What follows belongs to an exercise in optimizing a design on an open flow for small area; a production flow would make more cautious choices.
Function was checked by simulation only, so behaviour that the tests miss may differ from the original.
Power and IR drop assume default switching activity. The clock port is modelled as an ideal driver; clocking choices that lean on that would not hold on a real chip.

==> design/flow/design.v <==
package streebog_pkg;
  localparam int BLOCK_BITS = 512;
  localparam int LEN_W      = 10;
endpackage
module streebog_block_packer #(
  parameter int IN_WIDTH  = 64,
  parameter int OUT_DEPTH = 2
) (
  input  logic                               clk_i,
  input  logic                               rstn_i,
  input  logic                               abort_i,
  input  logic [IN_WIDTH-1:0]                s_data_i,
  input  logic                               s_valid_i,
  output logic                               s_ready_o,
  input  logic                               s_last_i,
  input  logic [$clog2(IN_WIDTH/8+1)-1:0]    s_nbytes_i,
  output logic [511:0]                       m_data_o,
  output logic                               m_valid_o,
  input  logic                               m_ready_i,
  output logic                               m_last_o,
  output logic [9:0]                         m_last_len_o,
  output logic                               busy_o
);
  logic       ready_q;
  logic [2:0] cnt_q;
  logic [1:0] count_q;    
  logic [2:0] head_q;     
  logic [2:0] asm_q;      
  logic       rp_q, wp_q;  
  logic closes, full, accept, push, pop;
  assign full      = count_q[1];
  assign m_valid_o = count_q != 2'd0;
  assign busy_o    = (cnt_q != 3'd0) || m_valid_o;
  assign closes    = s_last_i || (cnt_q == 3'd7);
  assign s_ready_o = ready_q && !(closes && full && !m_ready_i);
  assign accept    = s_valid_i && s_ready_o && !abort_i;
  assign push      = accept && closes;
  assign pop       = m_valid_o && m_ready_i && !abort_i;
  always_ff @(posedge clk_i or negedge rstn_i) begin
    if (!rstn_i) begin
      ready_q <= 1'b0;
      cnt_q   <= 3'd0;
      count_q <= 2'd0;
      head_q  <= 3'b001;
      asm_q   <= 3'b001;
      rp_q    <= 1'b0;
      wp_q    <= 1'b0;
    end else begin
      ready_q <= 1'b1;
      if (abort_i) begin
        cnt_q   <= 3'd0;
        count_q <= 2'd0;
        head_q  <= 3'b001;
        asm_q   <= 3'b001;
        rp_q    <= 1'b0;
        wp_q    <= 1'b0;
      end else begin
        if (accept) cnt_q <= closes ? 3'd0 : cnt_q + 3'd1;
        if (push && !pop) count_q <= count_q + 2'd1;
        else if (!push && pop) count_q <= count_q - 2'd1;
        if (pop)  head_q <= {head_q[1:0], head_q[2]};
        if (push) asm_q  <= {asm_q[1:0], asm_q[2]};
        if (pop)  rp_q   <= !rp_q;
        if (push) wp_q   <= !wp_q;
      end
    end
  end
  logic        partial;
  logic [63:0] wdata;
  assign partial = s_last_i && !s_nbytes_i[3];
  genvar gj;
  generate
    for (gj = 0; gj < 8; gj++) begin : g_byte
      logic keep_b, pad_b;
      assign keep_b = !partial || (3'(gj) < s_nbytes_i[2:0]);
      assign pad_b  = partial && (3'(gj) == s_nbytes_i[2:0]);
      assign wdata[8*gj +: 8] = (s_data_i[8*gj +: 8] & {8{keep_b}}) | {7'd0, pad_b};
    end
  endgenerate
  logic [6:0] len_in;
  assign len_in = s_last_i ? ({1'b0, cnt_q, 3'b000} + {3'b000, s_nbytes_i}) : 7'd64;
  logic [63:0] w_q [3][7];    
  logic [63:0] w7_q [2];      
  logic [6:0]  len_q [2];
  logic        last_q [2];
  always_ff @(posedge clk_i) begin
    for (int s = 0; s < 3; s++)
      for (int k = 0; k < 7; k++)
        if (accept && asm_q[s] && (cnt_q == 3'(k))) w_q[s][k] <= wdata;
    for (int e = 0; e < 2; e++)
      if (push && (wp_q == 1'(e))) begin
        w7_q[e]  <= wdata;
        len_q[e]  <= len_in;
        last_q[e] <= s_last_i;
      end
  end
  logic [6:0] len_h;
  logic [3:0] lw;         
  logic [7:0] keep, padw;
  assign len_h        = rp_q ? len_q[1] : len_q[0];
  assign m_last_o     = rp_q ? last_q[1] : last_q[0];
  assign m_last_len_o = {len_h, 3'b000};
  assign lw           = len_h[6:3];
  always_comb begin
    for (int k = 0; k < 8; k++) begin
      keep[k] = (lw > 4'(k)) || ((lw == 4'(k)) && (len_h[2:0] != 3'd0));
      padw[k] = (lw == 4'(k)) && (len_h[2:0] == 3'd0);
    end
  end
  genvar gk;
  generate
    for (gk = 0; gk < 7; gk++) begin : g_word
      logic [2:0]  sel;
      logic [63:0] word;
      assign sel  = head_q & {3{keep[gk]}};
      assign word = (w_q[0][gk] & {64{sel[0]}}) |
                    (w_q[1][gk] & {64{sel[1]}}) |
                    (w_q[2][gk] & {64{sel[2]}});
      assign m_data_o[64*gk +: 64] = {word[63:1], word[0] | padw[gk]};
    end
  endgenerate
  logic [1:0]  sel7;
  logic [63:0] word7;
  assign sel7  = {rp_q, !rp_q} & {2{keep[7]}};
  assign word7 = (w7_q[0] & {64{sel7[0]}}) | (w7_q[1] & {64{sel7[1]}});
  assign m_data_o[448 +: 64] = {word7[63:1], word7[0] | padw[7]};
endmodule
==> design/flow/flow/run.sh <==
#!/bin/bash
# Standard layout, with the port buffers made from the smallest buffer cell.
cat standard.sh > standard_sh.log
export BUFFER_PORTS_ARGS="-buffer_cell sky130_fd_sc_hd__buf_1"
bash standard.sh > standard.log 2>&1
==> design/flow/standard.sh <==
#!/bin/bash
# synth_recipe.tcl (not shown) runs the flow's synth.tcl, then flattens the netlist and writes it again
# the make line also repeats each setting of config.mk as NAME=value (left out here)
make -C /OpenROAD-flow-scripts/flow DESIGN_CONFIG=/design/flow/config.mk WORK_HOME=/design/flow/orfs CLKGATE_MAP_FILE= SYNTH_SCRIPT=/design/flow/synth_recipe.tcl "${@:-finish}"
==> design/flow/config.mk <==
export PLATFORM = sky130hd
export DESIGN_NAME = streebog_block_packer
export DESIGN_NICKNAME = streebog_block_packer
export VERILOG_FILES = /design/flow/design.v
export SDC_FILE = /design/flow/constraint.sdc
export NUM_CORES = 4
export LEC_CHECK = 0
export CAP_MARGIN = 20
export CORE_MARGIN = 2
export CORE_UTILIZATION = 60
export CTS_BUF_LIST = sky130_fd_sc_hd__clkbuf_8
export SLEW_MARGIN = 20
==> design/flow/constraint.sdc <==
create_clock -name core_clock -period 6.0 [get_ports {clk_i}]
set_input_delay 1.2000 -clock core_clock [delete_from_list [all_inputs] [get_ports {clk_i}]]
set_output_delay 1.2000 -clock core_clock [all_outputs]
set_load 0.01 [all_outputs]
==> run summary, run 1 <==
Share of cells above drive strength 1: 10.4%
DRT iter0 DRCs: 6154
Power share of the sequential group: 54.9%
Met1 WL: 60600 um
PostCTS Resize Cnt: 0
Gr usage total: 34.4%
Synth top area share: 80.8%
Core area: 91500 um2
Clock-pin slew on the worst setup and hold paths: 0.06 ns
CTS tree: done
Met2 wire length: 79000 um
Syn_area_per_cell: 17.7 um2
P_sw: 5.52 mW
Final Cell Area: 63100 um2
Remaining DRCs: 0
Vias per cell: 6.59
Hold slack: 0.426 ns
Post-synth top flop: edfxtp_1
Worst Skew: 0.0428 ns
Fmax: 0.180 GHz
CTS Sinks: 1502
Post-Place Worst Slack: 1.30 ns
Max clock buf depth: 3
GPL Wtd Cong: 0.841
Met3 wire length: 17900 um
Vias in the first global route: 33100
Crit path kind: reg2out
Non-filler instance count after layout: 5176
Initial Util: 60.4%
Clk pwr share: 33.9%
Rows: 111
Mapped Area: 55300 um2
Worst Path Required: 4.80 ns
Fin. Hold Viols: 0
Post-DRT Antenna Nets: 0
Power Density: 338 nW/um2
Area of the multi-input gates: 9490 um2
Flops & latches, synth: 1502
Maximum vdd drop: 0.228 mV
Yosys warning count: 5
Status: complete, no violations
P_leak: 21.3 nW
H-tree depth: 4
Final core occ: 69.0%
I/O Pins: 600
Root buffer cell: clkbuf_8
Post-CTS Setup Bufs: 0
CTS buffer count: 222
Die Y: 308 um
Register area share after synthesis: 81.4%
Nature of the critical path startpoint: flip-flop
Hold crit path type: in2async
Tot Pwr: 21.3 mW
Setup slack after layout: 0.458 ns
Pin count of the biggest net entering global routing: 136
Setup TNS: 0 ns
Hold-fix buffers, CTS: 0
Synth top area cells: edfxtp_1, a222oi_1, nor2_1
Register area: 45100 um2
First-pass GRT wire length: 231000 um
Initial antenna violation count: 10
Dpl cell area: 59200 um2
Fill cells: 6241
Crit path capture type: primary output
Worst-Skew Late Latency: 0.88 ns
Final Max Slew Viols: 0
Worst Max-Slew Pin Slew: 1.16 ns
Placed Cells incl. Taps: 4770
RSZ-0062 raised after global routing: false
DIE AREA: 94600 um2
Vias: 34100
Final #Nets: 3891
Drt first pass iters: 9
Tmin final: 5.54 ns
Top Layer Used: met5
Final Cycle Share: 92.4%
Number of setup violations in the final report: 0
Area grow syn2layout: 14.1%
Mapped Cells: 3127
Detailed Place HPWL: 96600 um
Crit path max fanout: 51
Internal: 15.8 mW
Die width: 308 um
MaxCap Viol Count: 0
Total grt overflow: 0
Arrival @ worst endpoint: 4.34 ns
Logic pwr share: 11.1%
Drt total wl: 164000 um
Library cells used by synthesis: 63
Yosys top cell by area: edfxtp_1
Sw frac: 25.9%
Synth async-reset ratio: 0.932%
IO Port Bufs: 596
WL/cell: 31.8 um
Max-slew headroom at the worst pin: 22.4%
Number of synthesized flops with an enable pin: 1488
-- Yosys cell counts (all sizes together) (2+ instances only) --
cell and instances:
edfxtp 1488, a22o 3, a21boi 5, clkbuf 145, ha 8, nand2 155, inv 11, mux2 7
dfstp 2, mux2i 70, nand2b 2, nand3 5, nor4 3, buf 94, and2 44, dfrtp 12
nand4 4, or3 2, nor2b 23, o21ai 4, nor3 3, o31ai 2, a222oi 320, a31oi 2
nor2 412, xor2 2, a221o 129, nand3b 2, a21oi 138, or2 4, conb 2, o21a 5
or4 2
-- critical path, stage by stage, from the launching register on --
cell     delay (ns)
dfrtp_4        0.79
mux2i_4        0.47
inv_2          0.20
nor3_4         0.18
buf_4          0.37
and2_4         0.90
buf_4          0.31
nor2_1         0.06
buf_1          0.16
-- area by class of cell --
cell class	instances	area share, %
repair buffers	695	5.05
multi-input cells	1377	15.0
clock inverters	172	1.13
well taps	1186	2.35
inverters	11	0.0654
clock buffers	227	4.95
diodes	6	0.0238
flip-flops and latches	1502	71.4
-- state kept, by name, summed over array words and instances (netlist names) --
register,cells
w_q,1344
w7_q,128
len_q,14
asm_q,3
cnt_q,3
head_q,3
count_q,2
last_q,2
ready_q,1
rp_q,1
wp_q,1
-- cells in the final DEF (no fill, tap or decap), types with 4 or more instances in the layout --
cell type,instances
edfxtp_1,1488
buf_1,596
nor2_1,388
a222oi_1,320
clkbuf_8,227
nand2_1,155
a21oi_1,136
a221o_1,129
inv_1,91
buf_4,82
clkinv_1,70
mux2i_1,68
and2_1,42
nor2_4,23
nor2b_1,17
buf_12,14
clkinv_2,13
dfrtp_1,9
ha_1,8
diode_2,6
mux2_2,6
nand3_1,4
a21boi_4,4
nor2b_2,4
or2_2,4
nand4_1,4
conb_1,4
clkinvlp_4,4
-- layer usage --
metal	up-vias	GRT usage [%]
met5	-	0
met4	8	15.1
met3	292	7.97
met2	2222	53.8
met1	17400	46.8
li1	14200	-
-- cell families (layout without fill, tap and decap cells) --
logic type / Yosys count / in the layout / share of synthesized area, %
DFF: 1502 / 1502 / 81.4
and+or+nand+nor: 664 / 664 / 5.00
AOI/OAI and AO/OA: 621 / 621 / 9.87
buffers and inverters: 250 / 1105 / 1.99
muxes: 77 / 77 / 1.46
adders and majority gates: 8 / 8 / 0.181
xor gates and xnor gates: 3 / 3 / 0.0475
other: 2 / 10 / 0.0136
-- power by group through the flow --
stage | clock network [mW] | registers [mW] | logic, mW
after floorplan | 0 | 11.9 | 1.34
after global placement | 0 | 11.9 | 2.33
after detailed placement | 0 | 11.9 | 2.35
after CTS | 7.32 | 11.7 | 2.37
after global routing | 7.74 | 11.7 | 2.51
final | 7.23 | 11.7 | 2.37
-- worst paths after layout --
| check | from | end | slack, ns | cells past startpoint |
|---|---|---|---|---|
| worst min register to register | asm_q[0]$_DFFE_PN1P_ | asm_q[0]$_DFFE_PN1P_ | 0.51 | 2 |
| worst min-delay path | rstn_i | count_q[0]$_DFFE_PN0P_ | 0.43 | 1 |
| max in group asynchronous | rstn_i | head_q[2]$_DFFE_PN0P_ | 4.97 | 1 |
| worst max register to register | cnt_q[0]$_DFFE_PN0P_ | w_q[18][26]$_DFFE_PP_ | 1.94 | 7 |
| worst max-delay path | rp_q$_DFFE_PN0P_ | m_data_o[50] | 0.46 | 8 |
| min in group core_clock | asm_q[0]$_DFFE_PN1P_ | asm_q[0]$_DFFE_PN1P_ | 0.51 | 2 |
==> run 2, diff against run 1 <==
==> design/flow/run.sh (new file) <==
#!/bin/bash
# synth_recipe.tcl (not shown) runs the flow's synth.tcl, then flattens the netlist and writes it again
# the make line also repeats each setting of config.mk as NAME=value (left out here)
make -C /OpenROAD-flow-scripts/flow DESIGN_CONFIG=/design/flow/config.mk WORK_HOME=/design/flow/orfs CLKGATE_MAP_FILE= SYNTH_SCRIPT=/design/flow/synth_recipe.tcl finish
--- a/design/flow/config.mk
+++ b/design/flow/config.mk
@@ -7,6 +7,5 @@
 export LEC_CHECK = 0
 export CAP_MARGIN = 20
 export CORE_MARGIN = 2
-export CORE_UTILIZATION = 60
-export CTS_BUF_LIST = sky130_fd_sc_hd__clkbuf_8
+export CORE_UTILIZATION = 40
 export SLEW_MARGIN = 20
removed: design/flow/flow/run.sh
removed: design/flow/standard.sh
==> run 2 against run 1 <==
- non-clock buffer count grew 10
- global-route usage is 9.8 points lower
- count of clock-buffer cells in the layout is 35 lower
- critical path depth did not move
- highest routed layer unchanged
- clock skew fell by 0.017 ns
- largest power group unchanged
- first-iteration DRC count down 12%
- critical path type unchanged
- area after synthesis is the same
- critical endpoint is now m_data_o[74]
- core utilization fell by 19 points
- combinational power increased by about 30%
- wire length grew 8.1%
- design area up 8.7%
==> run summary, run 2 <==
Status: complete, no violations
Hold crit path type: reg2reg
CTS tree: done
Crit path max fanout: 43 (-16%)
Gr usage total: 24.6% (-9.8 points)
H-tree depth: 4 (unchanged)
WL/cell: 31.4 um (-1.3%)
Nature of the critical path startpoint: flip-flop
Worst Max-Slew Pin Slew: 1.19 ns (+0.0268 ns)
Clock-pin slew on the worst setup and hold paths: 0.06 ns (about the same)
Max reg flops: 1344 (unchanged)
Crit path top cell by count: buf_4
Rows: 136 (+23%)
Power Density: 347 nW/um2 (+2.7%)
Final core occ: 50.0% (-19 points)
MaxCap Viol Count: 0 (unchanged)
Arrival @ worst endpoint: 4.53 ns (+0.19 ns)
Worst Skew: 0.0260 ns (-0.0168 ns)
Flops & latches, synth: 1502 (unchanged)
RR Endpoint: w_q[8][31]$_DFFE_PP_
Initial Util: 40.3% (-20 points)
Yosys warning count: 5 (unchanged)
Hold depth: 2
First-pass GRT wire length: 245000 um (+5.8%)
Die Y: 376 um (+22%)
Hold-fix buffers, CTS: 0 (unchanged)
Fmax: 0.175 GHz (-3.2%)
GPL Wtd Cong: 0.807 (-4.0%)
Drt first pass iters: 8 (-1)
Worst-Skew Late Latency: 0.80 ns (-0.08 ns)
Most common cell after layout, fill and taps aside: edfxtp_1
CTS buffer count: 154 (-31%)
Post-CTS Setup Bufs: 0 (unchanged)
Worst path top cell family by delay: buffers and inverters
Commonest cells after routing, fill and taps aside: edfxtp_1, clkdlybuf4s50_1, nor2_1
Synth async-reset ratio: 0.932% (unchanged)
P_leak: 23.0 nW (+7.7%)
Drt total wl: 178000 um (+8.1%)
Tmin final: 5.73 ns (+0.185 ns)
Worst R2R Path Depth: 7 (unchanged)
Max clock buf depth: 3 (unchanged)
Max-slew headroom at the worst pin: 20.6% (-1.8 points)
Area grow syn2layout: 24.1%
Final Cycle Share: 95.5% (+3.1 points)
Post-DRT Antenna Nets: 0 (unchanged)
M2 GR Usage: 38.8% (-15 points)
Detailed Place HPWL: 106000 um (+9.5%)
GRT met3 Usage: 5.49% (-2.5 points)
Final #Nets: 3833 (-1.5%)
DIE AREA: 141000 um2 (+49%)
Biggest regs: w_q (1344), w7_q (128), len_q (14)
Vias: 33400 (-1.9%)
Hold Path End: asm_q[0]$_DFFE_PN1P_
Crit path buf inv count: 4 (unchanged)
Remaining DRCs: 0 (unchanged)
R2R Path Start: cnt_q[1]$_DFFE_PN0P_
Worst path max stage delay: 0.64 ns (-0.26 ns)
GR peak layer: met2
Register area share after synthesis: 81.4% (unchanged)
Synth top area cells: edfxtp_1, a222oi_1, nor2_1
Post-synth top flop: edfxtp_1
Fin. Hold Viols: 0 (unchanged)
PostCTS Resize Cnt: 0 (unchanged)
DRT iter0 DRCs: 5386 (-12%)
M1 GR Usage: 34.7% (-12 points)
Share of cells above drive strength 1: 10.0% (-0.32 points)
Fill cells: 11400 (+83%)
Worst Path Required: 4.80 ns (about the same)
Synth top cells by count: edfxtp_1, nor2_1, a222oi_1
Library cells used by synthesis: 63 (unchanged)
Initial antenna violation count: 11 (+1)
Mapped Area: 55300 um2 (unchanged)
Non-filler instance count after layout: 5670 (+9.5%)
RSZ-0062 raised after global routing: false
Flop-to-flop setup slack: 2.20 ns (+0.26 ns)
Synth top area share: 80.8% (unchanged)
Mapped Cells: 3127 (unchanged)
Setup TNS: 0 ns (unchanged)
Total grt overflow: 0 (unchanged)
Die width: 376 um (+22%)
Pin count of the biggest net entering global routing: 116 (-15%)
CTS Sinks: 1502 (unchanged)
Placed Cells incl. Taps: 5387 (+13%)
Root buffer cell: clkbuf_16
Number of synthesized flops with an enable pin: 1488 (unchanged)
Critical-path cell list: mux2i_4 > inv_2 > nor3_4 > buf_4 > a21boi_4 > buf_4 > a221o_1 > clkdlybuf4s50_1
Slowest library cell on the worst path: buf_4
Yosys top cell by area: edfxtp_1
Syn_area_per_cell: 17.7 um2 (unchanged)
Maximum vdd drop: 0.257 mV (+13%)
Vias in the first global route: 31800 (-4.0%)
Crit path kind: reg2out
Worst hold start: asm_q[0]$_DFFE_PN1P_
Final Max Slew Viols: 0 (unchanged)
I/O Pins: 600 (unchanged)
Crit path capture type: primary output
Largest Register: w_q
Vias per cell: 5.90 (-10%)
Top-count cell post-synth: edfxtp_1
Number of setup violations in the final report: 0 (unchanged)
IO Port Bufs: 596 (unchanged)
Core area: 137000 um2 (+50%)
## run 2: cell counts after synthesis
No cell type changed its count.
## run 2: worst max path at each step
stage                startpoint              endpoint  cells past startpoint
2_1_floorplan          s_last_i   last_q[0]$_DFFE_PP_                      2
3_3_place_gp           s_last_i  w_q[8][31]$_DFFE_PP_                      6
3_5_place_dp           s_last_i  w_q[8][31]$_DFFE_PP_                      6
4_1_cts        rp_q$_DFFE_PN0P_          m_data_o[72]                      8
5_1_grt        rp_q$_DFFE_PN0P_          m_data_o[75]                      8
6_report       rp_q$_DFFE_PN0P_          m_data_o[74]                      8
## run 2: tightest hold or removal path, delay by kind of cell, from the launching register on
kind | cells | cell delay [ns]
DFF | 1 | 0.36
AOI/OAI and AO/OA | 1 | 0.08
and+or+nand+nor | 1 | 0.07
## run 2: power by group
group / internal (mW) / total (mW) / switching, mW
clock network: 5.00 / 9.03 / 4.02
registers: 11.6 / 11.7 / 0.0709
logic: 1.25 / 3.07 / 1.82
## run 2: logic make-up (layout without fill, tap and decap cells)
| group | Yosys count | count (layout) | synth area share [%] |
|---|---|---|---|
| multiplexers | 77 | 77 | 1.46 |
| XOR/XNOR | 3 | 3 | 0.0475 |
| AO/OA/AOI/OAI | 621 | 621 | 9.87 |
| flip-flops | 1502 | 1502 | 81.4 |
| AND/OR/NAND/NOR | 664 | 664 | 5.00 |
| buffers and inverters | 250 | 994 | 1.99 |
| other | 2 | 7 | 0.0136 |
| adder cells (fa/ha/maj) | 8 | 8 | 0.181 |
## run 2: area by class of cell
type / count / area [um2] / area share (%)
well taps: 1794 / 2240 / 3.27
flip-flops and latches: 1502 / 45100 / 65.7
clock inverters: 86 / 649 / 0.947
inverters: 11 / 41.3 / 0.0602
repair buffers: 705 / 7050 / 10.3
multi-input cells: 1377 / 9500 / 13.8
diodes: 3 / 7.51 / 0.0109
clock buffers: 192 / 4060 / 5.92
## run 2: metal layers
layer	wire [um]	vias up
met1	73100	17300
met3	17100	209
li1	-	14100
met4	3300	14
met2	84200	1856
met5	80	-
## run 2: per-stage QoR
step	total power [mW]	setup slack, ns	hold slack, ns	area [um2]
floorplan	13.2	0.114	0.470	55300
global placement	15.0	1.13	0.511	63800
detailed placement	15.0	1.06	0.516	63800
CTS	23.9	0.263	0.528	68600
global route	24.4	0.174	0.556	68600
finish	23.8	0.272	0.525	68600
==> run 3, diff against run 2 <==
--- a/design/flow/design.v
+++ b/design/flow/design.v
@@ -86,10 +86,10 @@
   always_ff @(posedge clk_i) begin
     for (int s = 0; s < 3; s++)
       for (int k = 0; k < 7; k++)
-        if (accept && asm_q[s] && (cnt_q == 3'(k))) w_q[s][k] <= wdata;
+        if (accept && asm_q[s] && (cnt_q == 3'(k))) w_q[s][k] <= (s == 2) ? ~wdata : wdata;
     for (int e = 0; e < 2; e++)
       if (push && (wp_q == 1'(e))) begin
-        w7_q[e]  <= wdata;
+        w7_q[e]  <= ~wdata;
         len_q[e]  <= len_in;
         last_q[e] <= s_last_i;
       end
@@ -115,13 +115,13 @@
       assign sel  = head_q & {3{keep[gk]}};
       assign word = (w_q[0][gk] & {64{sel[0]}}) |
                     (w_q[1][gk] & {64{sel[1]}}) |
-                    (w_q[2][gk] & {64{sel[2]}});
+                    (~w_q[2][gk] & {64{sel[2]}});
       assign m_data_o[64*gk +: 64] = {word[63:1], word[0] | padw[gk]};
     end
   endgenerate
   logic [1:0]  sel7;
   logic [63:0] word7;
   assign sel7  = {rp_q, !rp_q} & {2{keep[7]}};
-  assign word7 = (w7_q[0] & {64{sel7[0]}}) | (w7_q[1] & {64{sel7[1]}});
+  assign word7 = ~((w7_q[0] | {64{!sel7[0]}}) & (w7_q[1] | {64{!sel7[1]}}));
   assign m_data_o[448 +: 64] = {word7[63:1], word7[0] | padw[7]};
 endmodule
==> design/flow/flow/run.sh (new file) <==
#!/bin/bash
# The standard layout (standard.sh) with three changes:
#  - synthesis maps the logic with an area-oriented abc script (flow/abc_area.script);
#    everything else in synthesis, including the flip-flop mapping, is ORFS's own;
#  - the port buffers are the smallest buffer cell;
#  - clock tree: larger sink clusters, no dummy loads.
set -euo pipefail
here=$(pwd)
rm -rf "$here/scripts_abc"
cp -r "$FLOW_HOME/scripts" "$here/scripts_abc"
cp "$here/flow/abc_area.script" "$here/scripts_abc/abc_speed.script"
bash standard.sh \
  "SCRIPTS_DIR=$here/scripts_abc" \
  "BUFFER_PORTS_ARGS=-buffer_cell sky130_fd_sc_hd__buf_1" \
  "CTS_ARGS=-sink_clustering_enable -repair_clock_nets -dont_use_dummy_load -buf_list sky130_fd_sc_hd__clkbuf_16 -sink_clustering_size 28 -sink_clustering_max_diameter 85" \
  finish > "$here/flow.log" 2>&1
==> design/flow/flow/abc_area.script (new file) <==
strash
dch -f
amap
==> design/flow/standard.sh (new file) <==
#!/bin/bash
# synth_recipe.tcl (not shown) runs the flow's synth.tcl, then flattens the netlist and writes it again
# the make line also repeats each setting of config.mk as NAME=value (left out here)
make -C /OpenROAD-flow-scripts/flow DESIGN_CONFIG=/design/flow/config.mk WORK_HOME=/design/flow/orfs CLKGATE_MAP_FILE= SYNTH_SCRIPT=/design/flow/synth_recipe.tcl "${@:-finish}"
--- a/design/flow/config.mk
+++ b/design/flow/config.mk
@@ -7,5 +7,5 @@
 export LEC_CHECK = 0
 export CAP_MARGIN = 20
 export CORE_MARGIN = 2
-export CORE_UTILIZATION = 40
+export CORE_UTILIZATION = 75
 export SLEW_MARGIN = 20
removed: design/flow/run.sh
==> run 3 against run 2 <==
- now fails the layout checks on negative setup slack
- clock power down 49%
- synthesized cell count down 11%
- critical path depth up 1
- critical path type unchanged
- area after synthesis down 4.8%
- via count up 0.93%
- maximum frequency down 5.3%
- total power down 4.8%
- sequential power about the same
- design area down 14%
- core utilization up 34 points
==> run summary, run 3 <==
Final core occ: 84.4% (+34 points)
Pin count of the biggest net entering global routing: 65 (-44%)
Max-slew headroom at the worst pin: 16.2% (-4.4 points)
Maximum vdd drop: 0.397 mV (+54%)
Final Cell Area: 58900 um2 (-14%)
Number of synthesized flops with an enable pin: 1488 (unchanged)
Core area: 69800 um2 (-49%)
Placed Cells incl. Taps: 4399 (-18%)
P_leak: 18.2 nW (-21%)
Area grow syn2layout: 11.9%
Power Density: 385 nW/um2 (+11%)
Synth top cells by count: edfxtp_1, o21ai_0, a22oi_1
Synth top area share: 84.9% (+4.1 points)
GPL Wtd Cong: 0.935 (+16%)
Final Max Slew Viols: 0 (unchanged)
Violated checks: negative setup slack
Drt total wl: 165000 um (-7.3%)
Clk pwr share: 20.3% (-18 points)
Worst-Skew Late Latency: 0.68 ns (-0.12 ns)
P_sw: 7.72 mW (+31%)
Biggest regs: w_q (1344), w7_q (128), len_q (14)
Commonest cells after routing, fill and taps aside: edfxtp_1, buf_1, o21ai_0
Largest Register: w_q
Status: complete, but fails checks
Share of cells above drive strength 1: 6.04% (-4.0 points)
Remaining DRCs: 0 (unchanged)
Crit path kind: reg2out
CTS buffer count: 59 (-62%)
Register area share after synthesis: 85.5% (+4.1 points)
Initial Util: 75.4% (+35 points)
DIE AREA: 72300 um2 (-49%)
Yosys top cell by area: edfxtp_1
CTS Sinks: 1502 (unchanged)
Hold crit path type: reg2reg
Synth async-reset ratio: 0.932% (unchanged)
Hold-fix buffers, CTS: 0 (unchanged)
First-pass GRT wire length: 224000 um (-8.5%)
Rows: 97 (-29%)
Top-count cell post-synth: edfxtp_1
Detailed Place HPWL: 96800 um (-8.5%)
Post-Place Worst Slack: 0.494 ns (-0.562 ns)
Max reg flops: 1344 (unchanged)
Clock-pin slew on the worst setup and hold paths: 0.11 ns (+0.05 ns)
WL/cell: 36.9 um (+18%)
Most common cell after layout, fill and taps aside: edfxtp_1
Root buffer cell: clkbuf_16
Non-filler instance count after layout: 4466 (-21%)
Mapped Cells: 2770 (-11%)
Total grt overflow: 0 (unchanged)
Worst Max-Slew Pin Slew: 1.26 ns (+0.0644 ns)
Final #Nets: 3608 (-5.9%)
Tmin final: 6.05 ns (+0.318 ns)
Vias in the first global route: 32100 (+0.99%)
Hold slack: 0.535 ns (+0.00997 ns)
Fmax: 0.165 GHz (-5.3%)
Drt first pass iters: 9 (+1)
Logic pwr share: 28.2% (+15 points)
Internal: 14.9 mW (-16%)
Nature of the critical path startpoint: flip-flop
Number of setup violations in the final report: 3 (+3)
Mapped Area: 52700 um2 (-4.8%)
Worst Skew: 0.0346 ns (+0.00864 ns)
I/O Pins: 600 (unchanged)
Sw frac: 34.1% (+9.2 points)
Synth top area cells: edfxtp_1, a22oi_1, o21ai_0
Vias per cell: 7.56 (+28%)
Final Cycle Share: 101% (+5.3 points)
Arrival @ worst endpoint: 4.85 ns (+0.32 ns)
Max clock buf depth: 3 (unchanged)
Crit path max fanout: 47 (+9.3%)
Die Y: 269 um (-28%)
Initial antenna violation count: 6 (-5)
Flops & latches, synth: 1502 (unchanged)
Yosys warning count: 5 (unchanged)
Library cells used by synthesis: 27 (-57%)
Syn_area_per_cell: 19.0 um2 (+7.5%)
H-tree depth: 2 (-2)
Power share of the sequential group: 51.5% (+2.3 points)
Dpl cell area: 57300 um2 (-10%)
CTS tree: done
Fin. Hold Viols: 0 (unchanged)
Gr usage total: 45.3% (+21 points)
Crit path capture type: primary output
MaxCap Viol Count: 0 (unchanged)
Worst Path Required: 4.80 ns (about the same)
IO Port Bufs: 596 (unchanged)
Vias: 33800 (+0.93%)
RSZ-0062 raised after global routing: false
Post-synth top flop: edfxtp_1
Die width: 269 um (-28%)
Post-DRT Antenna Nets: 0 (unchanged)
Setup slack after layout: -0.0454 ns (-0.318 ns)
DRT iter0 DRCs: 6809 (+26%)
-- run 3: cell types whose count changed in the layout (fill, tap and decap cells not counted), moves of 98 or more --
cell             before  now
clkbuf_16           157   59
a222oi_1            320    0
nor2_1              388   20
a21oi_1             136    5
buf_1                 0  596
a22oi_1               1  382
clkdlybuf4s50_1     596    0
o21ai_0               4  383
-- run 3: worst paths after layout --
path,start,end,slack [ns],cells past startpoint
setup / recovery,rp_q$_DFFE_PN0P_,m_data_o[232],-0.05,9
hold / removal,asm_q[1]$_DFFE_PN0P_,asm_q[1]$_DFFE_PN0P_,0.53,2
setup reg to reg,cnt_q[0]$_DFFE_PN0P_,w_q[15][28]$_DFFE_PP_,1.58,9
hold reg to reg,asm_q[1]$_DFFE_PN0P_,asm_q[1]$_DFFE_PN0P_,0.53,2
max in group asynchronous,rstn_i,count_q[0]$_DFFE_PN0P_,4.89,1
min in group asynchronous,rstn_i,head_q[2]$_DFFE_PN0P_,0.58,1
-- run 3: cell families after synthesis --
family | Yosys count | share of synthesized area, %
other | 2 | 0.0143
flip-flops | 1502 | 85.5
adder cells (fa/ha/maj) | 8 | 0.190
AND/OR/NAND/NOR | 221 | 1.86
AO/OA/AOI/OAI | 938 | 11.7
buffers and inverters | 99 | 0.727
-- run 3: repair_timing --
item	4_1_cts	5_1_grt
resized for setup	4	7
setup endpoints to repair	62	231
gates cloned	2	0
pin swaps	2	1
setup buffers	0	3
-- run 3: routing by layer --
layer,track usage [%],vias up,part of all wire (%)
met5,0,-,0.022
met4,24.0,6,6.2
met3,14.6,662,17
met2,68.5,3855,46
met1,60.2,16300,31
li1,-,12900,-
-- run 3: critical path: stages, from the launching register on --
cell and delay, ns:
dfrtp_1 0.57, clkinvlp_4 0.29, o22a_1 0.31, or2_1 0.52, nor2_1 0.23, nor2_4 0.62, buf_4 0.86, a22oi_1 0.17
o21ai_0 0.31, buf_1 0.22
-- run 3: final cells by class --
class,instances,area [um2]
inverters,96,364
repair buffers,694,3250
clock buffers,59,1480
well taps,940,1180
flip-flops and latches,1502,45000
fillers,3268,10900
multi-input cells,1173,7590
diodes,2,5.00
-- run 3: power by group through the flow --
stage | sequential, mW | clock (mW) | combinational, mW
floorplan | 11.9 | 0 | 2.89
global placement | 11.9 | 0 | 5.93
detailed placement | 11.9 | 0 | 6.05
CTS | 11.7 | 4.53 | 6.11
global route | 11.7 | 4.85 | 6.53
finish | 11.7 | 4.60 | 6.39
-- run 3: stage by stage --
stage	power (mW)	TNS, ns
finish	22.7	-0.0760
global route	23.0	0
CTS	22.3	-0.0383
detailed placement	17.9	0
global placement	17.8	0
floorplan	14.8	0
==> run 4, diff against run 3 <==
--- a/design/flow/flow/run.sh
+++ b/design/flow/flow/run.sh
@@ -12,5 +12,5 @@
 bash standard.sh \
   "SCRIPTS_DIR=$here/scripts_abc" \
   "BUFFER_PORTS_ARGS=-buffer_cell sky130_fd_sc_hd__buf_1" \
-  "CTS_ARGS=-sink_clustering_enable -repair_clock_nets -dont_use_dummy_load -buf_list sky130_fd_sc_hd__clkbuf_16 -sink_clustering_size 28 -sink_clustering_max_diameter 85" \
+  "CTS_ARGS=-sink_clustering_enable -repair_clock_nets -dont_use_dummy_load -buf_list sky130_fd_sc_hd__clkbuf_16 -sink_clustering_size 25 -sink_clustering_max_diameter 80" \
   finish > "$here/flow.log" 2>&1
--- a/design/flow/config.mk
+++ b/design/flow/config.mk
@@ -7,5 +7,5 @@
 export LEC_CHECK = 0
 export CAP_MARGIN = 20
 export CORE_MARGIN = 2
-export CORE_UTILIZATION = 75
+export CORE_UTILIZATION = 60
 export SLEW_MARGIN = 20
==> run 4 against run 3 <==
- the run now finishes clean
- area after synthesis unchanged
- hold slack got worse by 0.0015 ns
- non-clock buffer count increased by 10
- sequential power about the same
- worst setup slack improved by 0.21 ns
- highest routed layer unchanged
- design area increased by 0.94%
- combinational power increased by 3.8%
- wire length increased by 7.6%
- clock skew increased by 0.017 ns
- core utilization decreased by 16 points
==> run summary, run 4 <==
Status: complete, no violations
Final #Nets: 3630 (+0.61%)
WL/cell: 37.7 um (+2.1%)
Crit path capture type: primary output
Remaining DRCs: 0 (unchanged)
Final Max Slew Viols: 0 (unchanged)
Root buffer cell: clkbuf_16
Worst Max-Slew Pin Slew: 1.13 ns (-0.130 ns)
Maximum vdd drop: 0.312 mV (-21%)
Rows: 108 (+11%)
Worst path max stage delay: 0.57 ns (-0.29 ns)
Mapped Area: 52700 um2 (unchanged)
Drt first pass iters: 5 (-4)
Crit path kind: reg2out
Drt total wl: 177000 um (+7.6%)
GPL Wtd Cong: 0.897 (-4.0%)
Commonest cells after routing, fill and taps aside: edfxtp_1, buf_1, o21ai_0
Max-slew headroom at the worst pin: 24.9% (+8.7 points)
P_leak: 18.4 nW (+0.97%)
Critical-path cell list: clkinv_1 > o22a_1 > nor3_2 > nand3_1 > a31oi_4 > or2_4 > buf_4 > o21ai_0 > buf_1
Slowest library cell on the worst path: dfrtp_1
Area grow syn2layout: 12.9%
Dpl cell area: 57600 um2 (+0.55%)
Register area share after synthesis: 85.5% (unchanged)
Largest Register: w_q
DRT iter0 DRCs: 5312 (-22%)
Crit path max fanout: 25 (-47%)
DIE AREA: 90100 um2 (+25%)
Die width: 300 um (+12%)
Number of synthesized flops with an enable pin: 1488 (unchanged)
Non-filler instance count after layout: 4705 (+5.4%)
Flop-to-flop setup slack: 1.56 ns (-0.02 ns)
Max clock buf depth: 3 (unchanged)
Number of setup violations in the final report: 0 (-3)
Syn_area_per_cell: 19.0 um2 (unchanged)
CTS Sinks: 1502 (unchanged)
Die Y: 300 um (+12%)
Nature of the critical path startpoint: flip-flop
H-tree depth: 3 (+1)
Biggest regs: w_q (1344), w7_q (128), len_q (14)
First-pass GRT wire length: 240000 um (+7.3%)
Top-count cell post-synth: edfxtp_1
Vias per cell: 6.97 (-7.8%)
Tot Pwr: 23.4 mW (+3.4%)
Register area: 45000 um2 (unchanged)
Vias in the first global route: 31400 (-2.2%)
Area of the multi-input gates: 7610 um2 (+0.28%)
Initial Util: 60.6% (-15 points)
Synth top cells by count: edfxtp_1, o21ai_0, a22oi_1
I/O Pins: 600 (unchanged)
Mapped Cells: 2770 (unchanged)
Library cells used by synthesis: 27 (unchanged)
Post-synth top flop: edfxtp_1
Fill cells: 5878 (+80%)
Final Cycle Share: 97.3% (-3.5 points)
CTS tree: done
Final Cell Area: 59400 um2 (+0.94%)
Worst Path Required: 4.80 ns (about the same)
Setup TNS: 0 ns (+0.0760 ns)
Initial antenna violation count: 9 (+3)
Power Density: 394 nW/um2 (+2.4%)
Total grt overflow: 0 (unchanged)
Gr usage total: 38.8% (-6.6 points)
Worst Skew: 0.0519 ns (+0.0173 ns)
Hold crit path type: reg2reg
Post-DRT Antenna Nets: 0 (unchanged)
Synth async-reset ratio: 0.932% (unchanged)
CTS buffer count: 70 (+19%)
Fin. Hold Viols: 0 (unchanged)
Synth top area share: 84.9% (unchanged)
Placed Cells incl. Taps: 4628 (+5.2%)
Max reg flops: 1344 (unchanged)
Arrival @ worst endpoint: 4.64 ns (-0.21 ns)
Tmin final: 5.84 ns (-0.210 ns)
IO Port Bufs: 596 (unchanged)
Pin count of the biggest net entering global routing: 72 (+11%)
Detailed Place HPWL: 103000 um (+6.5%)
Fmax: 0.171 GHz (+3.6%)
Share of cells above drive strength 1: 6.63% (+0.58 points)
MaxCap Viol Count: 0 (unchanged)
Yosys top cell by area: edfxtp_1
Hold slack: 0.533 ns (-0.00152 ns)
Most common cell after layout, fill and taps aside: edfxtp_1
Core area: 86900 um2 (+25%)
Clock-pin slew on the worst setup and hold paths: 0.10 ns (about the same)
Vias: 32800 (-2.9%)
Synth top area cells: edfxtp_1, a22oi_1, o21ai_0
Flops & latches, synth: 1502 (unchanged)
Worst-Skew Late Latency: 0.66 ns (-0.02 ns)
Post-CTS Setup Bufs: 0 (unchanged)
Yosys warning count: 5 (unchanged)
RSZ-0062 raised after global routing: false
[run 4: cell count changes in the layout (fill, tap and decap cells not counted), moves of 3 or more]
cell	change
buf_12	-8
clkbuf_16	+11
buf_6	-3
or2_4	+3
buf_4	+20
[run 4: kinds of logic after synthesis]
kind of cell    after synthesis  share of synthesized area, %
compound gates              938                          11.7
buf+inv                      99                         0.727
fa+ha+maj                     8                         0.190
simple gates                221                          1.86
flops                      1502                          85.5
other cells                   2                        0.0143
[run 4: report_power, final]
part	internal, mW	switching [mW]	total [mW]
Clock	2.10	3.02	5.12
Combinational	1.62	5.01	6.63
Sequential	11.6	0.0315	11.7
Total	15.3	8.06	23.4
[run 4: per-stage QoR]
stage               util (%)  setup WS (ns)
floorplan                  -         0.0947
global placement        66.3          0.674
detailed placement      66.3          0.582
CTS                     68.4          0.103
global route            68.4         0.0702
finish                  68.4          0.164
[run 4: layout make-up]
| class | count | share of cell area [%] |
|---|---|---|
| clock buffer | 70 | 2.95 |
| timing repair buffer | 704 | 5.43 |
| sequential | 1502 | 75.8 |
| multi-input combinational | 1174 | 12.8 |
| inverter | 96 | 0.608 |
| tap | 1155 | 2.43 |
| antenna | 4 | 0.0168 |
[run 4: worst paths after layout]
path / start / end / cells past startpoint
setup / recovery: rp_q$_DFFE_PN0P_ / m_data_o[394] / 9
hold / removal: asm_q[1]$_DFFE_PN0P_ / asm_q[1]$_DFFE_PN0P_ / 2
setup reg to reg: cnt_q[0]$_DFFE_PN0P_ / w_q[0][40]$_DFFE_PP_ / 9
hold reg to reg: asm_q[1]$_DFFE_PN0P_ / asm_q[1]$_DFFE_PN0P_ / 2
max in group asynchronous: rstn_i / cnt_q[1]$_DFFE_PN0P_ / 1
min in group asynchronous: rstn_i / cnt_q[0]$_DFFE_PN0P_ / 1
[run 4: per-layer routing]
metal	global-route usage, %	wire [um]	up-vias
met5	0	26	-
met4	14.6	7190	4
met3	9.80	25200	362
met2	58.6	81700	2692
met1	55.4	63300	16700
li1	-	-	13000
[run 4: repair_timing]
item / 4_1_cts / 5_1_grt
endpoints found under the setup margin: 2 / 17
pin swaps: 1 / 2
gates resized for setup: 2 / 5
cloned: 1 / 2
hold buffers: 0 / 0
[run 4: worst max-delay path: cells and delay by family, from the launching register on]
family / cells / cell delay (ns)
and+or+nand+nor: 3 / 1.20
DFF: 1 / 0.57
AOI/OAI and AO/OA: 3 / 1.16
buffers and inverters: 3 / 1.07
==> run 5, diff against run 4 <==
--- a/design/flow/design.v
+++ b/design/flow/design.v
@@ -23,9 +23,9 @@
 );
   logic       ready_q;
   logic [2:0] cnt_q;
-  logic [1:0] count_q;    
-  logic [2:0] head_q;     
-  logic [2:0] asm_q;      
+  logic [1:0] count_q;     
+  logic [2:0] head_q;      
+  logic [2:0] asm_q;       
   logic       rp_q, wp_q;  
   logic closes, full, accept, push, pop;
   assign full      = count_q[1];
@@ -65,9 +65,10 @@
       end
     end
   end
-  logic        partial;
-  logic [63:0] wdata;
+  logic        partial, first;
+  logic [63:0] wdata, wr0_n, wr1_n;
   assign partial = s_last_i && !s_nbytes_i[3];
+  assign first   = cnt_q == 3'd0;
   genvar gj;
   generate
     for (gj = 0; gj < 8; gj++) begin : g_byte
@@ -77,6 +78,8 @@
       assign wdata[8*gj +: 8] = (s_data_i[8*gj +: 8] & {8{keep_b}}) | {7'd0, pad_b};
     end
   endgenerate
+  assign wr0_n = ~wdata;
+  assign wr1_n = ~(wdata & {64{!first}});
   logic [6:0] len_in;
   assign len_in = s_last_i ? ({1'b0, cnt_q, 3'b000} + {3'b000, s_nbytes_i}) : 7'd64;
   logic [63:0] w_q [3][7];    
@@ -84,44 +87,43 @@
   logic [6:0]  len_q [2];
   logic        last_q [2];
   always_ff @(posedge clk_i) begin
-    for (int s = 0; s < 3; s++)
-      for (int k = 0; k < 7; k++)
-        if (accept && asm_q[s] && (cnt_q == 3'(k))) w_q[s][k] <= (s == 2) ? ~wdata : wdata;
+    for (int s = 0; s < 3; s++) begin
+      if (accept && asm_q[s] && first) w_q[s][0] <= wr0_n;
+      for (int k = 1; k < 7; k++)
+        if (accept && asm_q[s] && (first || (cnt_q == 3'(k)))) w_q[s][k] <= wr1_n;
+    end
     for (int e = 0; e < 2; e++)
       if (push && (wp_q == 1'(e))) begin
-        w7_q[e]  <= ~wdata;
+        w7_q[e]   <= wr0_n;
         len_q[e]  <= len_in;
         last_q[e] <= s_last_i;
       end
   end
   logic [6:0] len_h;
   logic [3:0] lw;         
-  logic [7:0] keep, padw;
+  logic [7:0] padw;
+  logic       keep7;
   assign len_h        = rp_q ? len_q[1] : len_q[0];
   assign m_last_o     = rp_q ? last_q[1] : last_q[0];
   assign m_last_len_o = {len_h, 3'b000};
   assign lw           = len_h[6:3];
-  always_comb begin
-    for (int k = 0; k < 8; k++) begin
-      keep[k] = (lw > 4'(k)) || ((lw == 4'(k)) && (len_h[2:0] != 3'd0));
-      padw[k] = (lw == 4'(k)) && (len_h[2:0] == 3'd0);
-    end
-  end
+  assign keep7        = lw[3] || ((lw == 4'd7) && (len_h[2:0] != 3'd0));
   genvar gk;
   generate
+    for (gk = 0; gk < 8; gk++) begin : g_pad
+      assign padw[gk] = (lw == 4'(gk)) && (len_h[2:0] == 3'd0);
+    end
     for (gk = 0; gk < 7; gk++) begin : g_word
-      logic [2:0]  sel;
       logic [63:0] word;
-      assign sel  = head_q & {3{keep[gk]}};
-      assign word = (w_q[0][gk] & {64{sel[0]}}) |
-                    (w_q[1][gk] & {64{sel[1]}}) |
-                    (~w_q[2][gk] & {64{sel[2]}});
+      assign word = ~((w_q[0][gk] & {64{head_q[0]}}) |
+                      (w_q[1][gk] & {64{head_q[1]}}) |
+                      (w_q[2][gk] & {64{head_q[2]}}));
       assign m_data_o[64*gk +: 64] = {word[63:1], word[0] | padw[gk]};
     end
   endgenerate
   logic [1:0]  sel7;
   logic [63:0] word7;
-  assign sel7  = {rp_q, !rp_q} & {2{keep[7]}};
+  assign sel7  = {rp_q, !rp_q} & {2{keep7}};
   assign word7 = ~((w7_q[0] | {64{!sel7[0]}}) & (w7_q[1] | {64{!sel7[1]}}));
   assign m_data_o[448 +: 64] = {word7[63:1], word7[0] | padw[7]};
 endmodule
==> run 5 against run 4 <==
- hold slack gained 0.0087 ns
- critical path depth shrank 1
- sequential power is essentially flat
- largest cell class unchanged
- largest power group unchanged
==> run summary, run 5 <==
Mapped Area: 51400 um2 (-2.4%)
Biggest regs: w_q (1344), w7_q (128), len_q (14)
Detailed Place HPWL: 88300 um (-14%)
Maximum vdd drop: 0.269 mV (-14%)
Hold Path End: asm_q[0]$_DFFE_PN1P_
Nature of the critical path startpoint: flip-flop
MaxCap Viol Count: 0 (unchanged)
H-tree depth: 3 (unchanged)
Post-CTS Setup Bufs: 0 (unchanged)
Register area: 45000 um2 (about the same)
Critical-path cell list: clkinv_1 > o22a_1 > nor3_1 > clkinv_1 > a31oi_1 > or2_4 > o221ai_1 > buf_1
Hold-fix buffers, CTS: 0 (unchanged)
Most common cell after layout, fill and taps aside: edfxtp_1
Rows: 107 (-0.93%)
Crit path kind: reg2out
P_leak: 16.5 nW (-10%)
Post-synth top flop: edfxtp_1
CTS buffer count: 70 (unchanged)
CTS tree: done
Synth async-reset ratio: 0.932% (unchanged)
Arrival @ worst endpoint: 4.31 ns (-0.33 ns)
Setup TNS: 0 ns (unchanged)
Crit path top cell by count: clkinv_1
Largest Register: w_q
Power share of the sequential group: 55.6% (+5.8 points)
Synth top area cells: edfxtp_1, a222oi_1, o22ai_1
GPL Wtd Cong: 0.848 (-5.5%)
Core area: 85000 um2 (-2.2%)
Top-count cell post-synth: edfxtp_1
Hold slack: 0.542 ns (+0.00868 ns)
Max-slew headroom at the worst pin: 24.6% (-0.28 points)
Drt total wl: 151000 um (-15%)
Gr usage total: 33.4% (-5.4 points)
CTS Sinks: 1502 (unchanged)
Final Cycle Share: 91.9% (-5.4 points)
Library cells used by synthesis: 32 (+19%)
Fmax: 0.181 GHz (+5.9%)
Commonest cells after routing, fill and taps aside: edfxtp_1, buf_1, a222oi_1
I/O Pins: 600 (unchanged)
Worst-Skew Late Latency: 0.65 ns (about the same)
Worst hold start: asm_q[0]$_DFFE_PN1P_
Tmin final: 5.51 ns (-0.323 ns)
Setup slack after layout: 0.488 ns (+0.323 ns)
Flop-to-flop setup slack: 1.93 ns (+0.37 ns)
Sw frac: 29.7% (-4.8 points)
Power Density: 369 nW/um2 (-6.4%)
P_sw: 6.32 mW (-22%)
Vias in the first global route: 28200 (-9.9%)
Area of the multi-input gates: 6410 um2 (-16%)
Yosys warning count: 5 (unchanged)
Worst R2R Path Depth: 9 (unchanged)
Final Max Slew Viols: 0 (unchanged)
Vias per cell: 7.08 (+1.6%)
Clk pwr share: 23.8% (+1.9 points)
Initial Util: 60.4% (-0.17 points)
Crit path max fanout: 64 (+160%)
Mapped Cells: 2295 (-17%)
Crit path capture type: primary output
Dpl cell area: 56000 um2 (-2.9%)
Syn_area_per_cell: 22.4 um2 (+18%)
First-pass GRT wire length: 205000 um (-15%)
Worst Max-Slew Pin Slew: 1.13 ns (+0.00423 ns)
Number of synthesized flops with an enable pin: 1488 (unchanged)
DRT iter0 DRCs: 5979 (+13%)
IO Port Bufs: 596 (unchanged)
Flops & latches, synth: 1502 (unchanged)
Hold crit path type: reg2reg
Synth top area share: 87.0% (+2.1 points)
Logic pwr share: 20.6% (-7.7 points)
Internal: 15.0 mW (-2.4%)
Worst path max stage delay: 0.90 ns (+0.33 ns)
DIE AREA: 88000 um2 (-2.4%)
Area grow syn2layout: 12.5%
Die width: 297 um (-1.2%)
Final core occ: 68.0% (-0.46 points)
Post-DRT Antenna Nets: 0 (unchanged)
Non-filler instance count after layout: 4188 (-11%)
WL/cell: 36.0 um (-4.6%)
Slowest library cell on the worst path: or2_4
Initial antenna violation count: 22 (+13)
Synth top cells by count: edfxtp_1, a222oi_1, o22ai_1
Tot Pwr: 21.3 mW (-9.0%)
Max reg flops: 1344 (unchanged)
Worst Skew: 0.0344 ns (-0.0174 ns)
Hold depth: 1 (-1)
Drt first pass iters: 14 (+9)
Status: complete, no violations
Post-Place Worst Slack: 1.20 ns (+0.616 ns)
Placed Cells incl. Taps: 4102 (-11%)
Yosys top cell by area: edfxtp_1
Max clock buf depth: 3 (unchanged)
Final #Nets: 3112 (-14%)
Number of setup violations in the final report: 0 (unchanged)
Register area share after synthesis: 87.7% (+2.1 points)
Final Cell Area: 57800 um2 (-2.8%)
Clock-pin slew on the worst setup and hold paths: 0.10 ns (about the same)
Root buffer cell: clkbuf_16
Fin. Hold Viols: 0 (unchanged)
Pin count of the biggest net entering global routing: 163 (+130%)
Die Y: 297 um (-1.2%)
RSZ-0062 raised after global routing: false
RR Endpoint: w_q[4][55]$_DFFE_PP_
Fill cells: 5619 (-4.4%)
Worst Setup SP: rp_q$_DFFE_PN0P_
Total grt overflow: 0 (unchanged)
Remaining DRCs: 0 (unchanged)
PostCTS Resize Cnt: 0 (-2)
R2R Path Start: cnt_q[0]$_DFFE_PN0P_
Vias: 29700 (-9.6%)
Worst Path Required: 4.80 ns (about the same)
Share of cells above drive strength 1: 5.65% (-0.98 points)
## run 5: cell types whose count changed in the layout (fill, tap and decap cells not counted), sizes merged, moves of 12 or more
cell / change
a221o: -69
a222oi: +448
a22oi: -381
buf: -40
clkinv: -68
diode: +12
nand3: +31
nor3: -65
o21ai: -375
## run 5: area by class of cell
class,instances,share of cell area [%]
Clock buffer,70,3.03
Antenna cell,16,0.0693
Sequential cell,1502,78.0
Timing Repair Buffer,664,5.17
Inverter,28,0.184
Multi-Input combinational cell,764,11.1
Tap cell,1144,2.48
## run 5: worst max path at each step
stage	slack, ns	to	cells after the start
after global routing	0.28	m_data_o[448]	8
after CTS	0.53	m_data_o[448]	8
after detailed placement	1.20	m_data_o[448]	8
after floorplan	0.008	m_data_o[0]	2
after global placement	1.48	m_data_o[448]	8
final	0.49	m_data_o[448]	8
## run 5: kinds of logic after synthesis
family	Yosys count	share of synthesized area, %
buffers and inverters	31	0.248
AND/OR/NAND/NOR	186	1.64
AO/OA/AOI/OAI	566	10.2
other	2	0.0146
flip-flops	1502	87.7
adder cells (fa/ha/maj)	8	0.195
## run 5: worst max-delay path: cells and delay by family, from the launching register on
family	cells	cell delay, ns
buffers and inverters	3	0.65
flip-flops	1	0.55
AO/OA/AOI/OAI	3	0.78
AND/OR/NAND/NOR	2	1.70
## run 5: routing by layer
| layer | vias up | routed length (um) | GRT usage [%] |
|---|---|---|---|
| met5 | - | 104 | 0 |
| met4 | 14 | 6860 | 14.9 |
| met3 | 281 | 17900 | 7.90 |
| met2 | 1986 | 72700 | 52.3 |
| met1 | 15400 | 53200 | 45.4 |
| li1 | 12000 | - | - |
## run 5: power groups by stage
| stage | registers [mW] | logic, mW | clock network, mW |
|---|---|---|---|
| final | 11.8 | 4.39 | 5.06 |
| after global routing | 11.9 | 4.60 | 5.44 |
| after CTS | 11.8 | 4.37 | 5.10 |
| after detailed placement | 12.1 | 4.35 | 0 |
| after global placement | 12.1 | 4.32 | 0 |
| after floorplan | 12.3 | 1.96 | 0 |
==> run 6, diff against run 5 <==
--- a/design/flow/flow/run.sh
+++ b/design/flow/flow/run.sh
@@ -12,5 +12,5 @@
 bash standard.sh \
   "SCRIPTS_DIR=$here/scripts_abc" \
   "BUFFER_PORTS_ARGS=-buffer_cell sky130_fd_sc_hd__buf_1" \
-  "CTS_ARGS=-sink_clustering_enable -repair_clock_nets -dont_use_dummy_load -buf_list sky130_fd_sc_hd__clkbuf_16 -sink_clustering_size 25 -sink_clustering_max_diameter 80" \
+  "CTS_ARGS=-sink_clustering_enable -repair_clock_nets -dont_use_dummy_load -buf_list sky130_fd_sc_hd__clkbuf_16 -sink_clustering_size 28 -sink_clustering_max_diameter 85" \
   finish > "$here/flow.log" 2>&1
--- a/design/flow/config.mk
+++ b/design/flow/config.mk
@@ -7,5 +7,5 @@
 export LEC_CHECK = 0
 export CAP_MARGIN = 20
 export CORE_MARGIN = 2
-export CORE_UTILIZATION = 60
+export CORE_UTILIZATION = 75
 export SLEW_MARGIN = 20
==> run 6 against run 5 <==
- first-iteration DRC count rose by 41%
- total power fell by 0.94%
- critical path type unchanged
- sequential power barely moved
- count of clock-buffer cells in the layout fell by 11
- combinational power rose by 6.2%
- global-route usage rose by 7.8 points
- design area fell by 1.1%
- maximum frequency fell by 5.5%
- hold slack improved by 0.0012 ns
- clock skew fell by 0.0090 ns
- largest cell class unchanged
==> run summary, run 6 <==
Tmin final: 5.83 ns (+0.323 ns)
Worst path top cell family by delay: compound AO/OA/AOI/OAI gates
Post-synthesis mux area share: 0% (unchanged)
CTS tree: done
Worst path max stage delay: 0.68 ns (-0.22 ns)
Maximum vdd drop: 0.348 mV (+29%)
Yosys warning count: 5 (unchanged)
Worst Max-Slew Pin Slew: 1.20 ns (+0.0744 ns)
Gr usage total: 41.2% (+7.8 points)
Drt first pass iters: 21 (+7)
Arrival @ worst endpoint: 4.63 ns (+0.32 ns)
Detailed Place HPWL: 85800 um (-2.9%)
Remaining DRCs: 0 (unchanged)
Dpl cell area: 55500 um2 (-0.78%)
Root buffer cell: clkbuf_16
CTS Sinks: 1502 (unchanged)
Synth top cells by count: edfxtp_1, a222oi_1, o22ai_1
Number of setup violations in the final report: 0 (unchanged)
Top-count cell post-synth: edfxtp_1
Worst Skew: 0.0254 ns (-0.00902 ns)
Yosys top cell by area: edfxtp_1
H-tree depth: 2 (-1)
Total grt overflow: 0 (unchanged)
Syn_area_per_cell: 22.4 um2 (unchanged)
WL/cell: 38.8 um (+8.0%)
Met2 wire length: 69800 um (-3.9%)
Status: complete, no violations
Post-synth top flop: edfxtp_1
Fill cells: 3003 (-47%)
Drt total wl: 152000 um (+0.61%)
P_leak: 16.3 nW (-1.1%)
Clock-pin slew on the worst setup and hold paths: 0.11 ns (about the same)
Largest Register: w_q
Synth async-reset ratio: 0.932% (unchanged)
Power Density: 369 nW/um2 (+0.17%)
Setup TNS: 0 ns (unchanged)
Xor-xnor portion of the synthesized cell area: 0% (unchanged)
Share of cells above drive strength 1: 5.22% (-0.43 points)
Biggest regs: w_q (1344), w7_q (128), len_q (14)
Nature of the critical path startpoint: flip-flop
Fin. Hold Viols: 0 (unchanged)
Flops & latches, synth: 1502 (unchanged)
Vias: 31100 (+5.0%)
Library cells used by synthesis: 32 (unchanged)
Number of synthesized flops with an enable pin: 1488 (unchanged)
GPL Wtd Cong: 0.871 (+2.7%)
Mapped Cells: 2295 (unchanged)
Pin count of the biggest net entering global routing: 159 (-2.5%)
Crit path kind: reg2out
Fmax: 0.171 GHz (-5.5%)
Register area share after synthesis: 87.7% (unchanged)
Post-DRT Antenna Nets: 0 (unchanged)
Commonest cells after routing, fill and taps aside: edfxtp_1, buf_1, a222oi_1
Top Layer Used: met5
Crit path buf inv count: 3 (unchanged)
Area grow syn2layout: 11.2%
I/O Pins: 600 (unchanged)
Final Cell Area: 57100 um2 (-1.1%)
Crit path capture type: primary output
Die width: 266 um (-10%)
Met1 WL: 45900 um (-14%)
Crit path max fanout: 16 (-75%)
Core area: 67500 um2 (-21%)
Synth top area cells: edfxtp_1, a222oi_1, o22ai_1
Vias per cell: 7.98 (+13%)
Mapped Area: 51400 um2 (unchanged)
MaxCap Viol Count: 0 (unchanged)
Met3 wire length: 26500 um (+48%)
Synth Area in Compound Gates: 10.2% (unchanged)
First-pass GRT wire length: 204000 um (-0.58%)
Initial Util: 76.1% (+16 points)
Post-synthesis adder-cell area fraction: 0.195% (unchanged)
Initial antenna violation count: 25 (+14%)
Final Max Slew Viols: 0 (unchanged)
Register area: 45000 um2 (about the same)
Most common cell after layout, fill and taps aside: edfxtp_1
RSZ-0062 raised after global routing: false
DRT iter0 DRCs: 8422 (+41%)
Max clock buf depth: 3 (unchanged)
Critical-path cell list: clkinvlp_4 > o22a_1 > nor3_2 > clkinv_1 > a31oi_2 > or2_4 > o221ai_1 > buf_1
Area of the multi-input gates: 6460 um2 (+0.82%)
Die Y: 266 um (-10%)
Simple-gate share of the synthesized area: 1.64% (unchanged)
DIE AREA: 70600 um2 (-20%)
Final #Nets: 3094 (-0.58%)
Worst-Skew Late Latency: 0.69 ns (+0.04 ns)
Rows: 95 (-11%)
Hold crit path type: reg2reg
Worst Path Required: 4.80 ns (about the same)
Final Cycle Share: 97.2% (+5.4 points)
Max reg flops: 1344 (unchanged)
Max-slew headroom at the worst pin: 19.7% (-5.0 points)
Slowest library cell on the worst path: a31oi_2
IO Port Bufs: 596 (unchanged)
Largest family of logic cells by synthesized area: compound AO/OA/AOI/OAI gates
Vias in the first global route: 28800 (+1.8%)
Synth top area share: 87.0% (unchanged)
CTS buffer count: 59 (-16%)
==> run 6: path summary, 6_finish.rpt <==
check / startpoint / to / slack, ns / cells past startpoint
worst max register to register: cnt_q[1]$_DFFE_PN0P_ / w_q[7][56]$_DFFE_PP_ / 1.67 / 7
worst max-delay path: rp_q$_DFFE_PN0P_ / m_data_o[448] / 0.17 / 8
min in group asynchronous: rstn_i / cnt_q[1]$_DFFE_PN0P_ / 0.59 / 1
worst min register to register: asm_q[2]$_DFFE_PN0P_ / asm_q[0]$_DFFE_PN1P_ / 0.54 / 1
max in group asynchronous: rstn_i / head_q[2]$_DFFE_PN0P_ / 4.82 / 1
worst min-delay path: asm_q[2]$_DFFE_PN0P_ / asm_q[0]$_DFFE_PN1P_ / 0.54 / 1
==> run 6: power by group <==
group	leakage [nW]	internal [mW]	total [mW]	switching [mW]
registers	13.0	11.6	11.8	0.202
logic	2.60	1.24	4.66	3.42
clock network	0.727	1.76	4.60	2.84
total	16.3	14.6	21.1	6.46
==> run 6: layer usage <==
metal  global-route usage, %  vias to the layer above
met4                    20.3                       24
met5                       0                        -
met2                    62.5                     3358
met1                    56.0                    15300
li1                        -                    11900
met3                    12.5                      509
==> run 6: cells by family (layout without fill, tap and decap cells) <==
logic type / count (synthesis) / count (layout)
AO/OA/AOI/OAI: 566 / 566
AND/OR/NAND/NOR: 186 / 191
buffers and inverters: 31 / 739
other: 2 / 24
adder cells (fa/ha/maj): 8 / 8
flip-flops: 1502 / 1502
==> run 6: layout make-up <==
type,instances,area share [%]
diodes,20,0.0876
clock buffers,59,2.58
inverters,28,0.191
multi-input cells,769,11.3
flip-flops and latches,1502,78.9
well taps,873,1.91
repair buffers,652,5.06
==> run 6: timing repair <==
item / in CTS / in global routing
hold buffers: 0 / 0
gates resized for setup: 0 / 8
endpoints found under the setup margin: 0 / 1
setup buffers: 0 / 0
==> run 6: stage by stage <==
| step | hold slack, ns | utilization (%) | setup slack (ns) | instances | total power, mW |
|---|---|---|---|---|---|
| finish | 0.543 | 84.6 | 0.165 | 3903 | 21.1 |
| floorplan | 0.473 | - | 0.00850 | 2297 | 14.3 |
| global placement | 0.508 | 82.3 | 1.17 | 3819 | 16.3 |
| global route | 0.558 | 84.6 | 0.0911 | 3896 | 21.5 |
| CTS | 0.543 | 84.5 | 0.189 | 3878 | 20.7 |
| detailed placement | 0.521 | 82.3 | 0.930 | 3819 | 16.4 |
==> run 7, diff against run 6 <==
--- a/design/flow/flow/run.sh
+++ b/design/flow/flow/run.sh
@@ -12,5 +12,5 @@
 bash standard.sh \
   "SCRIPTS_DIR=$here/scripts_abc" \
   "BUFFER_PORTS_ARGS=-buffer_cell sky130_fd_sc_hd__buf_1" \
-  "CTS_ARGS=-sink_clustering_enable -repair_clock_nets -dont_use_dummy_load -buf_list sky130_fd_sc_hd__clkbuf_16 -sink_clustering_size 28 -sink_clustering_max_diameter 85" \
+  "CTS_ARGS=-sink_clustering_enable -repair_clock_nets -dont_use_dummy_load -buf_list sky130_fd_sc_hd__clkbuf_16 -sink_clustering_size 30 -sink_clustering_max_diameter 85" \
   finish > "$here/flow.log" 2>&1
==> run 7 against run 6 <==
- global-route usage increased by 0.25 points
- still clean
- area after synthesis unchanged
- cell count decreased by 0.18%
- critical path type unchanged
- critical path depth unchanged
- largest power group unchanged
- sequential power about the same
==> run summary, run 7 <==
Power Density: 366 nW/um2 (-1.0%)
Gr usage total: 41.5% (+0.25 points)
Slowest library cell on the worst path: or2_4
Yosys warning count: 5 (unchanged)
Number of synthesized flops with an enable pin: 1488 (unchanged)
Critical-path cell list: clkinv_1 > o22a_1 > nor3_2 > clkinv_1 > a31oi_1 > or2_4 > o221ai_1 > buf_1
Maximum vdd drop: 0.295 mV (-15%)
Worst hold start: asm_q[2]$_DFFE_PN0P_
Vias per cell: 7.93 (-0.53%)
Crit path buf inv count: 3 (unchanged)
Die Y: 266 um (unchanged)
Pin count of the biggest net entering global routing: 159 (unchanged)
DRT iter0 DRCs: 8408 (-0.17%)
Final #Nets: 3088 (-0.19%)
Most common cell after layout, fill and taps aside: edfxtp_1
Initial Util: 76.1% (unchanged)
MaxCap Viol Count: 0 (unchanged)
Drt total wl: 150000 um (-1.2%)
Total grt overflow: 0 (unchanged)
Placed Cells incl. Taps: 3819 (unchanged)
Mapped Cells: 2295 (unchanged)
Largest Register: w_q
Status: complete, no violations
Library cells used by synthesis: 32 (unchanged)
Post-DRT Antenna Nets: 0 (unchanged)
Arrival @ worst endpoint: 4.62 ns (about the same)
Area of the multi-input gates: 6430 um2 (-0.46%)
Synth top area cells: edfxtp_1, a222oi_1, o22ai_1
Final Max Slew Viols: 0 (unchanged)
Worst path top cell family by delay: simple AND/OR/NAND/NOR gates
Crit path capture type: primary output
Post-synth top flop: edfxtp_1
Biggest regs: w_q (1344), w7_q (128), len_q (14)
Worst-Skew Late Latency: 0.65 ns (-0.04 ns)
CTS Sinks: 1502 (unchanged)
H-tree depth: 2 (unchanged)
Fin. Hold Viols: 0 (unchanged)
CTS buffer count: 56 (-5.1%)
I/O Pins: 600 (unchanged)
Number of setup violations in the final report: 0 (unchanged)
Clock-pin slew on the worst setup and hold paths: 0.09 ns (-0.02 ns)
Die width: 266 um (unchanged)
GPL Wtd Cong: 0.871 (unchanged)
WL/cell: 38.4 um (-1.0%)
Hold-fix buffers, CTS: 0 (unchanged)
Worst Path Required: 4.80 ns (about the same)
Worst path max stage delay: 0.74 ns (+0.06 ns)
Worst Skew: 0.0565 ns (+0.0311 ns)
Max-slew headroom at the worst pin: 18.1% (-1.6 points)
Max reg flops: 1344 (unchanged)
Hold crit path type: reg2reg
Flops & latches, synth: 1502 (unchanged)
Yosys top cell by area: edfxtp_1
DIE AREA: 70600 um2 (unchanged)
Crit path max fanout: 32 (+16)
Top-count cell post-synth: edfxtp_1
Detailed Place HPWL: 85800 um (unchanged)
IO Port Bufs: 596 (unchanged)
Commonest cells after routing, fill and taps aside: edfxtp_1, buf_1, a222oi_1
Crit path kind: reg2out
Max clock buf depth: 3 (unchanged)
Rows: 95 (unchanged)
Tmin final: 5.82 ns (-0.0130 ns)
Worst Setup SP: rp_q$_DFFE_PN0P_
Core area: 67500 um2 (unchanged)
Share of cells above drive strength 1: 4.93% (-0.29 points)
Synth async-reset ratio: 0.932% (unchanged)
Setup TNS: 0 ns (unchanged)
Final Cycle Share: 97.0% (-0.22 points)
Root buffer cell: clkbuf_16
Vias in the first global route: 28800 (+0.31%)
run 7: cell families (layout without fill, tap and decap cells):
group	Yosys count	in the layout	synth area share, %
flip-flops	1502	1502	87.7
AO/OA/AOI/OAI	566	566	10.2
AND/OR/NAND/NOR	186	188	1.64
buffers and inverters	31	736	0.248
adder cells (fa/ha/maj)	8	8	0.195
other	2	23	0.0146
run 7: worst register-to-register path, delay by kind of cell (launching register included):
kind	cells	cell delay, ns
buffers and inverters	4	1.75
AND/OR/NAND/NOR	2	1.53
flip-flops	1	0.46
adder cells (fa/ha/maj)	1	0.15
run 7: metal layers:
layer / routed length [um] / track usage (%) / part of all wire (%) / up-vias
met1: 45800 / 56.2 / 31 / 15200
li1: - / - / - / 11900
met5: 24 / 0 / 0.016 / -
met4: 8420 / 19.3 / 5.6 / 4
met3: 25500 / 12.4 / 17 / 494
met2: 70100 / 63.8 / 47 / 3337
run 7: power by group:
| group | switching [mW] | leakage [nW] | total (mW) | internal [mW] |
|---|---|---|---|---|
| registers | 0.193 | 13.0 | 11.8 | 11.6 |
| clock network | 2.80 | 0.690 | 4.48 | 1.68 |
| logic | 3.30 | 2.59 | 4.53 | 1.23 |
run 7: path summary, 6_finish.rpt:
kind                                         endpoint  slack, ns  cells after the start
worst min register to register   asm_q[0]$_DFFE_PN1P_       0.54                      1
worst min-delay path             asm_q[0]$_DFFE_PN1P_       0.54                      1
max in group asynchronous       head_q[2]$_DFFE_PN0P_       4.83                      1
min in group asynchronous        cnt_q[1]$_DFFE_PN0P_       0.60                      1
worst max register to register    w_q[7][7]$_DFFE_PP_       1.66                      7
worst max-delay path                    m_data_o[448]       0.18                      8
run 7: per-stage QoR:
stage	total power, mW	setup WS [ns]	util (%)	hold slack (ns)	cell area (um2)
after floorplan	14.3	0.00850	-	0.473	51400
after global placement	16.3	1.17	82.3	0.508	55500
after detailed placement	16.4	0.930	82.3	0.521	55500
after CTS	20.6	0.129	84.3	0.540	56900
after global routing	21.2	0.00867	84.4	0.554	57000
final	20.8	0.178	84.4	0.539	57000
run 7: area by class of cell:
class	count	area share, %
Sequential cell	1502	79.0
Multi-Input combinational cell	766	11.3
Timing Repair Buffer	652	5.07
Clock buffer	56	2.46
Tap cell	873	1.92
Inverter	28	0.184
Antenna cell	19	0.0834
run 7: repair_timing:
item                                    CTS  global route
setup buffers                             0             0
resized for setup                         0             3
endpoints found under the setup margin    0            47

Check on run 7: ideal ports give 0.178 ns setup slack; a clkbuf_16 on the clock port and buf_2 on the inputs give 0.105 ns; moving port delays by the midpoint clock arrival (0.704 ns) as well gives 0.779 ns.
